Source: an optimization exercise on an open RTL-to-GDS flow (aim: small area, a short achievable clock period and few clock cycles). Production flows keep margins and buffers that such runs may drop. The RTL was checked by simulation tests, not by an equivalence proof against the original design. Power is estimated from default activity; no workload was simulated.

[flow/design.v]
package gcne_pkg;
    localparam int INDEX_W     = 31;
    localparam int COORD_OUT_W = 10;
    localparam int CFG_REG_W   = 11;
    localparam int APB_DATA_W  = 32;
    localparam int APB_ADDR_W  = 4;
    localparam int NUM_SLOTS   = 27;
    localparam int SLOT_W      = 5;
    localparam int PLANE_SLOTS = 9;
    localparam int JOB_Q_DEPTH = 2;
    typedef logic [1:0] t_cfg_reg;
    localparam logic [1:0] REG_SIZE_I = 2'd0;
    localparam logic [1:0] REG_SIZE_J = 2'd1;
    localparam logic [1:0] REG_SIZE_K = 2'd2;
    typedef logic [2:0] t_front_state;
    localparam logic [2:0] FR_IDLE  = 3'd0;
    localparam logic [2:0] FR_PLANE = 3'd1;
    localparam logic [2:0] FR_TOTAL = 3'd2;
    localparam logic [2:0] FR_RANGE = 3'd3;
    localparam logic [2:0] FR_DIVK  = 3'd4;
    localparam logic [2:0] FR_DIVI  = 3'd5;
    localparam logic [2:0] FR_PUSH  = 3'd6;
    typedef logic [1:0] t_off;
    localparam logic [1:0] OFF_ZERO = 2'd0;
    localparam logic [1:0] OFF_DEC  = 2'd1;
    localparam logic [1:0] OFF_INC  = 2'd2;
    typedef struct packed {
        t_off di;
        t_off dj;
        t_off dk;
    } t_slot_off;
    typedef struct packed {
        logic dec_i;
        logic inc_i;
        logic dec_j;
        logic inc_j;
        logic dec_k;
        logic inc_k;
    } t_nbr_flags;
    function automatic t_slot_off center_offset(logic [3:0] sub);
        t_slot_off o;
        unique case (sub)
            4'd0:    o = {OFF_ZERO, OFF_ZERO, OFF_ZERO};
            4'd1:    o = {OFF_ZERO, OFF_ZERO, OFF_INC};
            4'd2:    o = {OFF_ZERO, OFF_ZERO, OFF_DEC};
            4'd3:    o = {OFF_ZERO, OFF_INC, OFF_ZERO};
            4'd4:    o = {OFF_ZERO, OFF_INC, OFF_DEC};
            4'd5:    o = {OFF_ZERO, OFF_INC, OFF_INC};
            4'd6:    o = {OFF_ZERO, OFF_DEC, OFF_ZERO};
            4'd7:    o = {OFF_ZERO, OFF_DEC, OFF_DEC};
            4'd8:    o = {OFF_ZERO, OFF_DEC, OFF_INC};
            default: o = {OFF_ZERO, OFF_ZERO, OFF_ZERO};
        endcase
        center_offset = o;
    endfunction
    function automatic t_slot_off side_offset(logic [3:0] sub, t_off di);
        t_slot_off o;
        unique case (sub)
            4'd0:    o = {di, OFF_ZERO, OFF_ZERO};
            4'd1:    o = {di, OFF_DEC, OFF_ZERO};
            4'd2:    o = {di, OFF_DEC, OFF_DEC};
            4'd3:    o = {di, OFF_DEC, OFF_INC};
            4'd4:    o = {di, OFF_ZERO, OFF_DEC};
            4'd5:    o = {di, OFF_INC, OFF_ZERO};
            4'd6:    o = {di, OFF_INC, OFF_DEC};
            4'd7:    o = {di, OFF_INC, OFF_INC};
            4'd8:    o = {di, OFF_ZERO, OFF_INC};
            default: o = {di, OFF_ZERO, OFF_ZERO};
        endcase
        side_offset = o;
    endfunction
    function automatic t_slot_off slot_offset(logic [SLOT_W-1:0] slot);
        logic [SLOT_W-1:0] sub;
        t_slot_off         o;
        sub = '0;
        priority if (slot < SLOT_W'(PLANE_SLOTS)) begin
            o = center_offset(slot[3:0]);
        end else if (slot < SLOT_W'(2 * PLANE_SLOTS)) begin
            sub = slot - SLOT_W'(PLANE_SLOTS);
            o   = side_offset(sub[3:0], OFF_DEC);
        end else begin
            sub = slot - SLOT_W'(2 * PLANE_SLOTS);
            o   = side_offset(sub[3:0], OFF_INC);
        end
        slot_offset = o;
    endfunction
    function automatic logic axis_ok(t_off o, logic dec_ok, logic inc_ok);
        logic r;
        unique case (o)
            OFF_DEC: r = dec_ok;
            OFF_INC: r = inc_ok;
            default: r = 1'b1;
        endcase
        axis_ok = r;
    endfunction
    function automatic logic slot_allowed(t_slot_off o, t_nbr_flags f);
        slot_allowed = axis_ok(o.di, f.dec_i, f.inc_i) &
               axis_ok(o.dj, f.dec_j, f.inc_j) &
               axis_ok(o.dk, f.dec_k, f.inc_k);
    endfunction
endpackage
module gcne_queue #(
    parameter int WIDTH = 8,
    parameter int DEPTH = 2
) (
    input  logic             i_clk,
    input  logic             i_rst_n,
    input  logic             i_wr_valid,
    output logic             o_wr_ready,
    input  logic [WIDTH-1:0] i_wdata,
    output logic             o_rd_valid,
    input  logic             i_rd_ready,
    output logic [WIDTH-1:0] o_rdata
);
    localparam int AW   = (DEPTH > 1) ? $clog2(DEPTH) : 1;
    localparam int CNTW = $clog2(DEPTH + 1);
    logic [WIDTH-1:0] r_mem [DEPTH];
    logic [AW-1:0]    r_wr_ptr;
    logic [AW-1:0]    r_rd_ptr;
    logic [CNTW-1:0]  r_count;
    logic             push;
    logic             pop;
    assign o_wr_ready = (r_count != CNTW'(DEPTH));
    assign o_rd_valid = (r_count != '0);
    assign o_rdata    = r_mem[r_rd_ptr];
    assign push       = i_wr_valid && o_wr_ready;
    assign pop        = o_rd_valid && i_rd_ready;
    always_ff @(posedge i_clk) begin
        if (!i_rst_n) begin
            r_wr_ptr <= '0;
            r_rd_ptr <= '0;
            r_count  <= '0;
        end else begin
            if (push) begin
                r_wr_ptr <= (r_wr_ptr == AW'(DEPTH - 1)) ? '0 : r_wr_ptr + AW'(1);
            end
            if (pop) begin
                r_rd_ptr <= (r_rd_ptr == AW'(DEPTH - 1)) ? '0 : r_rd_ptr + AW'(1);
            end
            if (push && !pop) begin
                r_count <= r_count + CNTW'(1);
            end else if (pop && !push) begin
                r_count <= r_count - CNTW'(1);
            end
        end
    end
    always_ff @(posedge i_clk) begin
        if (push) r_mem[r_wr_ptr] <= i_wdata;
    end
endmodule
module gcne_front #(
    parameter int MAX_DIM = 1024
) (
    input  logic                               i_clk,
    input  logic                               i_rst_n,
    input  logic                               i_req_valid,
    output logic                               o_req_ready,
    input  logic [gcne_pkg::INDEX_W-1:0]       i_req_cell_index,
    input  logic [$clog2(MAX_DIM+1)-1:0]       i_size_i,
    input  logic [$clog2(MAX_DIM+1)-1:0]       i_size_j,
    input  logic [$clog2(MAX_DIM+1)-1:0]       i_size_k,
    output logic                               o_job_valid,
    input  logic                               i_job_ready,
    output logic                               o_job_ok,
    output gcne_pkg::t_nbr_flags               o_job_flags,
    output logic [$clog2(MAX_DIM)-1:0]         o_job_i,
    output logic [$clog2(MAX_DIM)-1:0]         o_job_j,
    output logic [$clog2(MAX_DIM)-1:0]         o_job_k
);
    localparam int CW   = $clog2(MAX_DIM);
    localparam int SW   = $clog2(MAX_DIM + 1);
    localparam int PW   = 2 * SW;
    localparam int TW   = 3 * SW;
    localparam int CMPW = (TW > gcne_pkg::INDEX_W) ? TW : gcne_pkg::INDEX_W;
    localparam int DW   = ((PW + CW) > gcne_pkg::INDEX_W) ? (PW + CW) : gcne_pkg::INDEX_W;
    localparam int CNTW = (CW > 1) ? $clog2(CW) : 1;
    gcne_pkg::t_front_state        r_state;
    gcne_pkg::t_front_state        n_state;
    logic                r_in_full;
    logic [gcne_pkg::INDEX_W-1:0]  r_in_idx;
    logic [PW-1:0]       r_plane;
    logic [TW-1:0]       r_total;
    logic [gcne_pkg::INDEX_W-1:0]  r_rem;
    logic [DW-1:0]       r_div;
    logic [CW-1:0]       r_quot;
    logic [CW-1:0]       r_k;
    logic [CNTW-1:0]     r_cnt;
    logic                r_ok;
    logic                take;
    logic                out_of_range;
    logic                ge;
    logic [gcne_pkg::INDEX_W-1:0]  rem_step;
    logic [CW-1:0]       quot_step;
    assign o_req_ready = !r_in_full;
    assign take        = (r_state == gcne_pkg::FR_IDLE) && r_in_full;
    assign ge        = (DW'(r_rem) >= r_div);
    assign rem_step  = ge ? (r_rem - gcne_pkg::INDEX_W'(r_div)) : r_rem;
    assign quot_step = (r_quot << 1) | CW'(ge);
    assign out_of_range = (CMPW'(r_rem) >= CMPW'(r_total));
    always_comb begin
        n_state = r_state;
        unique case (r_state)
            gcne_pkg::FR_IDLE:  if (r_in_full) n_state = gcne_pkg::FR_PLANE;
            gcne_pkg::FR_PLANE: n_state = gcne_pkg::FR_TOTAL;
            gcne_pkg::FR_TOTAL: n_state = gcne_pkg::FR_RANGE;
            gcne_pkg::FR_RANGE: n_state = out_of_range ? gcne_pkg::FR_PUSH : gcne_pkg::FR_DIVK;
            gcne_pkg::FR_DIVK:  if (r_cnt == '0) n_state = gcne_pkg::FR_DIVI;
            gcne_pkg::FR_DIVI:  if (r_cnt == '0) n_state = gcne_pkg::FR_PUSH;
            gcne_pkg::FR_PUSH:  if (i_job_ready) n_state = gcne_pkg::FR_IDLE;
            default:  n_state = gcne_pkg::FR_IDLE;
        endcase
    end
    always_comb begin
        o_job_valid       = (r_state == gcne_pkg::FR_PUSH);
        o_job_ok          = r_ok;
        o_job_i           = r_quot;
        o_job_j           = r_rem[CW-1:0];
        o_job_k           = r_k;
        o_job_flags.dec_i = (r_quot != '0);
        o_job_flags.inc_i = (SW'(r_quot) != (i_size_i - SW'(1)));
        o_job_flags.dec_j = (r_rem[CW-1:0] != '0);
        o_job_flags.inc_j = (SW'(r_rem[CW-1:0]) != (i_size_j - SW'(1)));
        o_job_flags.dec_k = (r_k != '0);
        o_job_flags.inc_k = (SW'(r_k) != (i_size_k - SW'(1)));
    end
    always_ff @(posedge i_clk) begin
        if (!i_rst_n) begin
            r_state   <= gcne_pkg::FR_IDLE;
            r_in_full <= 1'b0;
        end else begin
            r_state <= n_state;
            if (i_req_valid && o_req_ready) begin
                r_in_full <= 1'b1;
            end else if (take) begin
                r_in_full <= 1'b0;
            end
        end
    end
    always_ff @(posedge i_clk) begin
        if (i_req_valid && o_req_ready) begin
            r_in_idx <= i_req_cell_index;
        end
        unique case (r_state)
            gcne_pkg::FR_IDLE: begin
                if (r_in_full) r_rem <= r_in_idx;
            end
            gcne_pkg::FR_PLANE: r_plane <= PW'(i_size_i) * PW'(i_size_j);
            gcne_pkg::FR_TOTAL: r_total <= TW'(r_plane) * TW'(i_size_k);
            gcne_pkg::FR_RANGE: begin
                r_quot <= '0;
                r_cnt  <= CNTW'(CW - 1);
                if (out_of_range) begin
                    r_ok  <= 1'b0;
                    r_k   <= '0;
                    r_rem <= '0;
                end else begin
                    r_ok  <= 1'b1;
                    r_div <= DW'(r_plane) << (CW - 1);
                end
            end
            gcne_pkg::FR_DIVK: begin
                r_rem <= rem_step;
                if (r_cnt == '0) begin
                    r_k    <= quot_step;
                    r_quot <= '0;
                    r_div  <= DW'(i_size_j) << (CW - 1);
                    r_cnt  <= CNTW'(CW - 1);
                end else begin
                    r_quot <= quot_step;
                    r_div  <= r_div >> 1;
                    r_cnt  <= r_cnt - CNTW'(1);
                end
            end
            gcne_pkg::FR_DIVI: begin
                r_rem  <= rem_step;
                r_quot <= quot_step;
                r_div  <= r_div >> 1;
                if (r_cnt != '0) r_cnt <= r_cnt - CNTW'(1);
            end
            default: begin
            end
        endcase
    end
endmodule
module gcne_back #(
    parameter int COORD_W = 10
) (
    input  logic                 i_clk,
    input  logic                 i_rst_n,
    input  logic                 i_job_valid,
    output logic                 o_job_ready,
    input  logic                 i_job_ok,
    input  gcne_pkg::t_nbr_flags i_job_flags,
    input  logic [COORD_W-1:0]   i_job_i,
    input  logic [COORD_W-1:0]   i_job_j,
    input  logic [COORD_W-1:0]   i_job_k,
    output logic                 o_res_valid,
    input  logic                 i_res_ready,
    output logic [gcne_pkg::COORD_OUT_W-1:0] o_res_cell_i,
    output logic [gcne_pkg::COORD_OUT_W-1:0] o_res_cell_j,
    output logic [gcne_pkg::COORD_OUT_W-1:0] o_res_cell_k,
    output logic                 o_res_valid_res,
    output logic                 o_res_last
);
    function automatic logic [COORD_W-1:0] apply_off(logic [COORD_W-1:0] b, gcne_pkg::t_off o);
        logic [COORD_W-1:0] r;
        unique case (o)
            gcne_pkg::OFF_DEC: r = b - COORD_W'(1);
            gcne_pkg::OFF_INC: r = b + COORD_W'(1);
            default: r = b;
        endcase
        apply_off = r;
    endfunction
    logic                   r_busy;
    logic [gcne_pkg::NUM_SLOTS-1:0]   r_mask;
    logic                   r_ok;
    logic [COORD_W-1:0]     r_base_i;
    logic [COORD_W-1:0]     r_base_j;
    logic [COORD_W-1:0]     r_base_k;
    logic                   r_out_valid;
    logic [gcne_pkg::COORD_OUT_W-1:0] r_out_i;
    logic [gcne_pkg::COORD_OUT_W-1:0] r_out_j;
    logic [gcne_pkg::COORD_OUT_W-1:0] r_out_k;
    logic                   r_out_vres;
    logic                   r_out_last;
    logic [gcne_pkg::NUM_SLOTS-1:0]   low_one;
    logic [gcne_pkg::NUM_SLOTS-1:0]   rest;
    logic [gcne_pkg::NUM_SLOTS-1:0]   load_mask;
    logic [gcne_pkg::SLOT_W-1:0]      sel;
    gcne_pkg::t_slot_off              off;
    logic                   can_emit;
    logic                   finish;
    logic                   load;
    assign low_one = r_mask & (~r_mask + gcne_pkg::NUM_SLOTS'(1));
    assign rest    = r_mask & (r_mask - gcne_pkg::NUM_SLOTS'(1));
    always_comb begin
        sel = '0;
        for (int s = 0; s < gcne_pkg::NUM_SLOTS; s++) begin
            if (low_one[s]) sel = sel | gcne_pkg::SLOT_W'(s);
        end
    end
    assign off = gcne_pkg::slot_offset(sel);
    always_comb begin
        for (int s = 0; s < gcne_pkg::NUM_SLOTS; s++) begin
            load_mask[s] = i_job_ok ? gcne_pkg::slot_allowed(gcne_pkg::slot_offset(gcne_pkg::SLOT_W'(s)), i_job_flags)
                                    : (s == 0);
        end
    end
    assign can_emit    = r_busy && (!r_out_valid || i_res_ready);
    assign finish      = can_emit && (rest == '0);
    assign o_job_ready = !r_busy || finish;
    assign load        = i_job_valid && o_job_ready;
    assign o_res_valid     = r_out_valid;
    assign o_res_cell_i    = r_out_i;
    assign o_res_cell_j    = r_out_j;
    assign o_res_cell_k    = r_out_k;
    assign o_res_valid_res = r_out_vres;
    assign o_res_last      = r_out_last;
    always_ff @(posedge i_clk) begin
        if (!i_rst_n) begin
            r_busy      <= 1'b0;
            r_out_valid <= 1'b0;
        end else begin
            if (load) begin
                r_busy <= 1'b1;
            end else if (finish) begin
                r_busy <= 1'b0;
            end
            if (can_emit) begin
                r_out_valid <= 1'b1;
            end else if (i_res_ready) begin
                r_out_valid <= 1'b0;
            end
        end
    end
    always_ff @(posedge i_clk) begin
        if (load) begin
            r_mask   <= load_mask;
            r_ok     <= i_job_ok;
            r_base_i <= i_job_i;
            r_base_j <= i_job_j;
            r_base_k <= i_job_k;
        end else if (can_emit) begin
            r_mask <= rest;
        end
        if (can_emit) begin
            r_out_i    <= gcne_pkg::COORD_OUT_W'(apply_off(r_base_i, off.di));
            r_out_j    <= gcne_pkg::COORD_OUT_W'(apply_off(r_base_j, off.dj));
            r_out_k    <= gcne_pkg::COORD_OUT_W'(apply_off(r_base_k, off.dk));
            r_out_vres <= r_ok;
            r_out_last <= (rest == '0);
        end
    end
endmodule
module grid_cell_neighbor_enumerator #(
    parameter int MAX_DIM = 1024
) (
    input  logic                            i_clk,
    input  logic                            i_rst_n,
    input  logic                            req_valid,
    output logic                            req_ready,
    input  logic [gcne_pkg::INDEX_W-1:0]    req_cell_index,
    output logic                            res_valid,
    input  logic                            res_ready,
    output logic [gcne_pkg::COORD_OUT_W-1:0] res_cell_i,
    output logic [gcne_pkg::COORD_OUT_W-1:0] res_cell_j,
    output logic [gcne_pkg::COORD_OUT_W-1:0] res_cell_k,
    output logic                            res_valid_res,
    output logic                            res_last,
    input  logic                            psel,
    input  logic                            penable,
    input  logic                            pwrite,
    input  logic [gcne_pkg::APB_ADDR_W-1:0] paddr,
    input  logic [gcne_pkg::APB_DATA_W-1:0] pwdata,
    output logic [gcne_pkg::APB_DATA_W-1:0] prdata,
    output logic                            pready
);
    localparam int CW = $clog2(MAX_DIM);
    localparam int SW = $clog2(MAX_DIM + 1);
    localparam int JW = 1 + 6 + 3 * CW;
    logic [gcne_pkg::CFG_REG_W-1:0] r_size_i;
    logic [gcne_pkg::CFG_REG_W-1:0] r_size_j;
    logic [gcne_pkg::CFG_REG_W-1:0] r_size_k;
    logic [SW-1:0]        eff_i;
    logic [SW-1:0]        eff_j;
    logic [SW-1:0]        eff_k;
    logic                 cfg_wr;
    gcne_pkg::t_cfg_reg             cfg_sel;
    logic                 fq_valid;
    logic                 fq_ready;
    logic                 f_ok;
    gcne_pkg::t_nbr_flags           f_flags;
    logic [CW-1:0]        f_i;
    logic [CW-1:0]        f_j;
    logic [CW-1:0]        f_k;
    logic [JW-1:0]        fq_data;
    logic                 qb_valid;
    logic                 qb_ready;
    logic [JW-1:0]        qb_data;
    logic                 b_ok;
    gcne_pkg::t_nbr_flags           b_flags;
    logic [CW-1:0]        b_i;
    logic [CW-1:0]        b_j;
    logic [CW-1:0]        b_k;
    assign pready  = 1'b1;
    assign cfg_wr  = psel && penable && pwrite && pready;
    assign cfg_sel = paddr[3:2];
    always_ff @(posedge i_clk) begin
        if (!i_rst_n) begin
            r_size_i <= gcne_pkg::CFG_REG_W'(1);
            r_size_j <= gcne_pkg::CFG_REG_W'(1);
            r_size_k <= gcne_pkg::CFG_REG_W'(1);
        end else if (cfg_wr) begin
            unique case (cfg_sel)
                gcne_pkg::REG_SIZE_I: r_size_i <= pwdata[gcne_pkg::CFG_REG_W-1:0];
                gcne_pkg::REG_SIZE_J: r_size_j <= pwdata[gcne_pkg::CFG_REG_W-1:0];
                gcne_pkg::REG_SIZE_K: r_size_k <= pwdata[gcne_pkg::CFG_REG_W-1:0];
                default: begin
                end
            endcase
        end
    end
    always_comb begin
        unique case (cfg_sel)
            gcne_pkg::REG_SIZE_I: prdata = gcne_pkg::APB_DATA_W'(r_size_i);
            gcne_pkg::REG_SIZE_J: prdata = gcne_pkg::APB_DATA_W'(r_size_j);
            gcne_pkg::REG_SIZE_K: prdata = gcne_pkg::APB_DATA_W'(r_size_k);
            default:    prdata = '0;
        endcase
    end
    assign eff_i = (32'(r_size_i) > 32'(MAX_DIM)) ? SW'(MAX_DIM) : SW'(r_size_i);
    assign eff_j = (32'(r_size_j) > 32'(MAX_DIM)) ? SW'(MAX_DIM) : SW'(r_size_j);
    assign eff_k = (32'(r_size_k) > 32'(MAX_DIM)) ? SW'(MAX_DIM) : SW'(r_size_k);
    gcne_front #(
        .MAX_DIM (MAX_DIM)
    ) u_front (
        .i_clk       (i_clk),
        .i_rst_n     (i_rst_n),
        .i_req_valid      (req_valid),
        .o_req_ready      (req_ready),
        .i_req_cell_index (req_cell_index),
        .i_size_i    (eff_i),
        .i_size_j    (eff_j),
        .i_size_k    (eff_k),
        .o_job_valid (fq_valid),
        .i_job_ready (fq_ready),
        .o_job_ok    (f_ok),
        .o_job_flags (f_flags),
        .o_job_i     (f_i),
        .o_job_j     (f_j),
        .o_job_k     (f_k)
    );
    assign fq_data = {f_ok, f_flags, f_i, f_j, f_k};
    gcne_queue #(
        .WIDTH (JW),
        .DEPTH (gcne_pkg::JOB_Q_DEPTH)
    ) u_queue (
        .i_clk      (i_clk),
        .i_rst_n    (i_rst_n),
        .i_wr_valid (fq_valid),
        .o_wr_ready (fq_ready),
        .i_wdata    (fq_data),
        .o_rd_valid (qb_valid),
        .i_rd_ready (qb_ready),
        .o_rdata    (qb_data)
    );
    assign {b_ok, b_flags, b_i, b_j, b_k} = qb_data;
    gcne_back #(
        .COORD_W (CW)
    ) u_back (
        .i_clk       (i_clk),
        .i_rst_n     (i_rst_n),
        .i_job_valid (qb_valid),
        .o_job_ready (qb_ready),
        .i_job_ok    (b_ok),
        .i_job_flags (b_flags),
        .i_job_i     (b_i),
        .i_job_j     (b_j),
        .i_job_k     (b_k),
        .o_res_valid     (res_valid),
        .i_res_ready     (res_ready),
        .o_res_cell_i    (res_cell_i),
        .o_res_cell_j    (res_cell_j),
        .o_res_cell_k    (res_cell_k),
        .o_res_valid_res (res_valid_res),
        .o_res_last      (res_last)
    );
endmodule
[flow/run.sh]
#!/bin/bash
# synth_recipe.tcl (not shown) runs the flow's synth.tcl, then flattens the netlist and writes it again
# the make line also repeats each setting of config.mk as NAME=value (left out here)
make -C /OpenROAD-flow-scripts/flow DESIGN_CONFIG=/design/flow/config.mk WORK_HOME=/design/flow/orfs CLKGATE_MAP_FILE= SYNTH_SCRIPT=/design/flow/synth_recipe.tcl finish
[flow/config.mk]
export PLATFORM = sky130hd
export DESIGN_NAME = grid_cell_neighbor_enumerator
export DESIGN_NICKNAME = grid_cell_neighbor_enumerator
export VERILOG_FILES = /design/flow/design.v
export SDC_FILE = /design/flow/constraint.sdc
export NUM_CORES = 4
export LEC_CHECK = 0
export CAP_MARGIN = 20
export CORE_MARGIN = 2
export CORE_UTILIZATION = 40
export SLEW_MARGIN = 20
[flow/constraint.sdc]
create_clock -name core_clock -period 8.0 [get_ports {i_clk}]
set_input_delay 1.6000 -clock core_clock [delete_from_list [all_inputs] [get_ports {i_clk}]]
set_output_delay 1.6000 -clock core_clock [all_outputs]
set_load 0.01 [all_outputs]
==> flow_summary.yaml <==
sta:
  relSlewSlack_pct: 26.4
  worst_slack_ps: 1120
  min_period_over_period_pct: 86.0
  max_freq_mhz: 145
  setup_viol: 0
  worst_pin_slew_ps: 1100
  period_needed_ps: 6880
  rsz0062_at_grt: "no"
  fin_skew_ps: 16.1
  setup-tns-final_ps: 0
  drv_slew: 0
  hold_viol: 0
synth:
  synth_warnings: 4
  synth_cells: 3152
  synth-edff-count: 336
  syn_area_sq_mm: 0.0314
  netlist.top_cell.by_area: "edfxtp_1"
  synth.area.top_cells: "edfxtp_1 32%, fa_1 17%, ha_1 9.4%"
  synthTopCellsByCount: "403 x inv_1, 383 x nand2_1, 336 x edfxtp_1"
  ys.flop_type: "edfxtp_1"
  seq_area_frac_synth_pct: 35.0
  ys_ff_latch: 381
  synthArstFlopShare_pct: 0
  synth.most_common_cell: "inv_1"
  yosysUniqueCellTypes: 79
  netlist.area_leader.share_pct: 32.1
  avgSynthCellArea_sq_um: 9.96
clock_network:
  cts_root_buf: "clkbuf_16"
  clkLatencyLatePin_ps: 570
  cts.path.max_buffers: 3
  clk_pin_slew_ps: 60
  cts_setup_buffers: 0
  cts_tree: "built"
  h-tree-depth: 2
  cts_resized: 0
  cts_hold_buf: 0
  cts_sinks: 381
  cts_buffers: 43
grt:
  grt_antenna_before_repair: 0
  gr-total-overflow: 0
  grt_pass1_vias: 22600
  grtUsageTotal_pct: 19.2
  grtUsageMet3_pct: 2.15
  use_met2_pct: 33.0
  met1_usage_pct: 26.0
  grt_start_max_net_pins: 81
  grt_pass1_wl_mm: 125
  grt_busiest_layer: "met2"
critical_path:
  cp_max_fo: 18
  cp.required_ps: 8350
  worstSetupEndpointType: "flip-flop"
  crit_type: "flip-flop to flip-flop"
  critPathLaunchType: "flip-flop"
  cp.arrival_ps: 7230
detailed_routing:
  via_count: 22300
  wl_per_cell_microns: 17.7
  via_per_inst: 5.21
  initialDrtViolationCount: 1458
  postRouteAntennaNets: 0
  drt-pass1-iter-count: 5
  drc: 0
  drt_wl_total_mm: 75.7
placed_design:
  gp_congestion: 0.875
  hpwl_mm: 57.1
  portBuffers: 95
  dp_slack_ps: 1210
  dp.cells: 4199
  placed_cell_area_sq_mm: 0.0334
job:
  maxCapViolCount: 0
die:
  core_sq_mm: 0.0776
  fp-row-count: 102
  initial_utilization_pct: 40.5
  io_pins: 141
  die_y_microns: 284
  dieWidth_microns: 284
  die_area_sq_mm: 0.0808
status:
  status: "timing/DRC/antenna clean"
final_layout:
  synthToLayoutAreaGrowth_pct: 10.8
  drive_above_1_share_pct: 5.69
  n_antenna_cell: 0
  design_area_sq_mm: 0.0348
  finalNonFillerCells: 4276
  final_nets: 3776
power_and_ir_drop:
  finalPower_w: 0.00820
  vdd_drop_max_mv: 0.130
  powerDensity_mw_per_mm2: 236
  p_leak_nw: 15.0
hold_path:
  hold_class: "flip-flop to flip-flop"
[final cells by class]
cell class | count | area [sq um]
clock buffers | 61 | 1170
clock inverters | 16 | 193
fillers | 7469 | 42800
inverters | 407 | 1530
multi-input cells | 2234 | 18400
flip-flops and latches | 381 | 11000
well taps | 1040 | 1300
repair buffers | 137 | 1270
[flip-flops by register name, indices dropped and copies added (netlist names), 11 cells and up, named ones only]
register          flops
u_back.r_mask        27
u_front.r_total      33
u_front.r_div        31
r_size_i             11
r_size_k             11
u_front.r_rem        31
r_size_j             11
u_queue.r_mem        74
u_front.r_in_idx     31
u_front.r_plane      22
[kinds of logic after synthesis]
logic type | share of synthesized area, %
multiplexers | 2.77
flip-flops | 35.0
AO/OA/AOI/OAI | 9.67
buffers and inverters | 6.98
other | 0.0239
AND/OR/NAND/NOR | 15.3
XOR/XNOR | 4.02
adder cells (fa/ha/maj) | 26.2
[cells in the final DEF (no fill, tap or decap), drive strengths merged, types with 95 or more instances in the layout]
cell type      instances
nand2                383
edfxtp               336
a21oi                131
and2                 135
nor2                 185
inv                  406
ha                   235
clkdlybuf4s50         95
fa                   263
o21ai                129
[where the power goes]
group	internal, W	switching (W)	leakage (nW)	total, W
registers	0.00278	0.000412	3.47	0.00320
logic	0.00128	0.00178	10.9	0.00306
clock network	0.00115	0.000799	0.668	0.00195
total	0.00521	0.00299	15.0	0.00820
[worst max-delay path: stages, from the launching register on]
cell and delay (ps):
dfxtp_1 510, nor2b_1 890, and2_1 260, fa_1 450, fa_1 530, fa_1 530, fa_1 560, inv_1 60
fa_1 530, inv_1 40, ha_1 370, and3_1 230, nand3_1 120, a211oi_1 490, o41ai_1 160, buf_4 180
o211ai_1 220, nand2_1 120, o311ai_0 370
[final timing paths]
check / startpoint / to / slack, ps / cells after the start
max: r_size_k[10] / u_front.r_total[31] / 1120 / 18
max reg2reg: r_size_k[10] / u_front.r_total[31] / 1120 / 18
min: u_front.r_ok / u_queue.r_mem[0][36] / 450 / 0
min reg2reg: u_front.r_ok / u_queue.r_mem[0][36] / 450 / 0
[per-layer routing]
| metal | wire (microns) | vias to the layer above |
|---|---|---|
| met5 | 0 | - |
| li1 | - | 10600 |
| met1 | 33600 | 11100 |
| met2 | 36800 | 504 |
| met4 | 1560 | 0 |
| met3 | 3700 | 89 |
[stage by stage]
step / utilization [%] / hold slack [ps]
after detailed placement: 43.1 / 430
final: 44.9 / 451
after global routing: 44.9 / 450
after floorplan: - / 400
after global placement: 43.1 / 425
after CTS: 44.9 / 445
Testbench counts, summed over its fixed seeds: cycles 176,419.

[what the ideal ports hide]
The results above use ideal ports. As a check the final layout listed here was re-extracted and re-timed, cells and wires unchanged.
Step 1 sets driving cells, clkbuf_16 on the clock port and buf_2 on the other inputs (assumed; they add their load-dependent delay and slew).
Step 2 times the ports against the registers' clock, not the clock port: input delays grow and output delays shrink by t, the midpoint of the rising clock arrivals with the driver on.
a / b / c = ideal / step 1 / step 2; a / b = the first two.
shift t [ns]: 0.619
slack for setup (ns): 1.117 / 1.117 / 1.117
worst hold slack (ns): 0.451 / 0.451 / 0.451
After both steps setup and hold are still met in this run. The setup slack of this run moves by 0.000 ns with the drivers and by 0.000 ns with both steps.
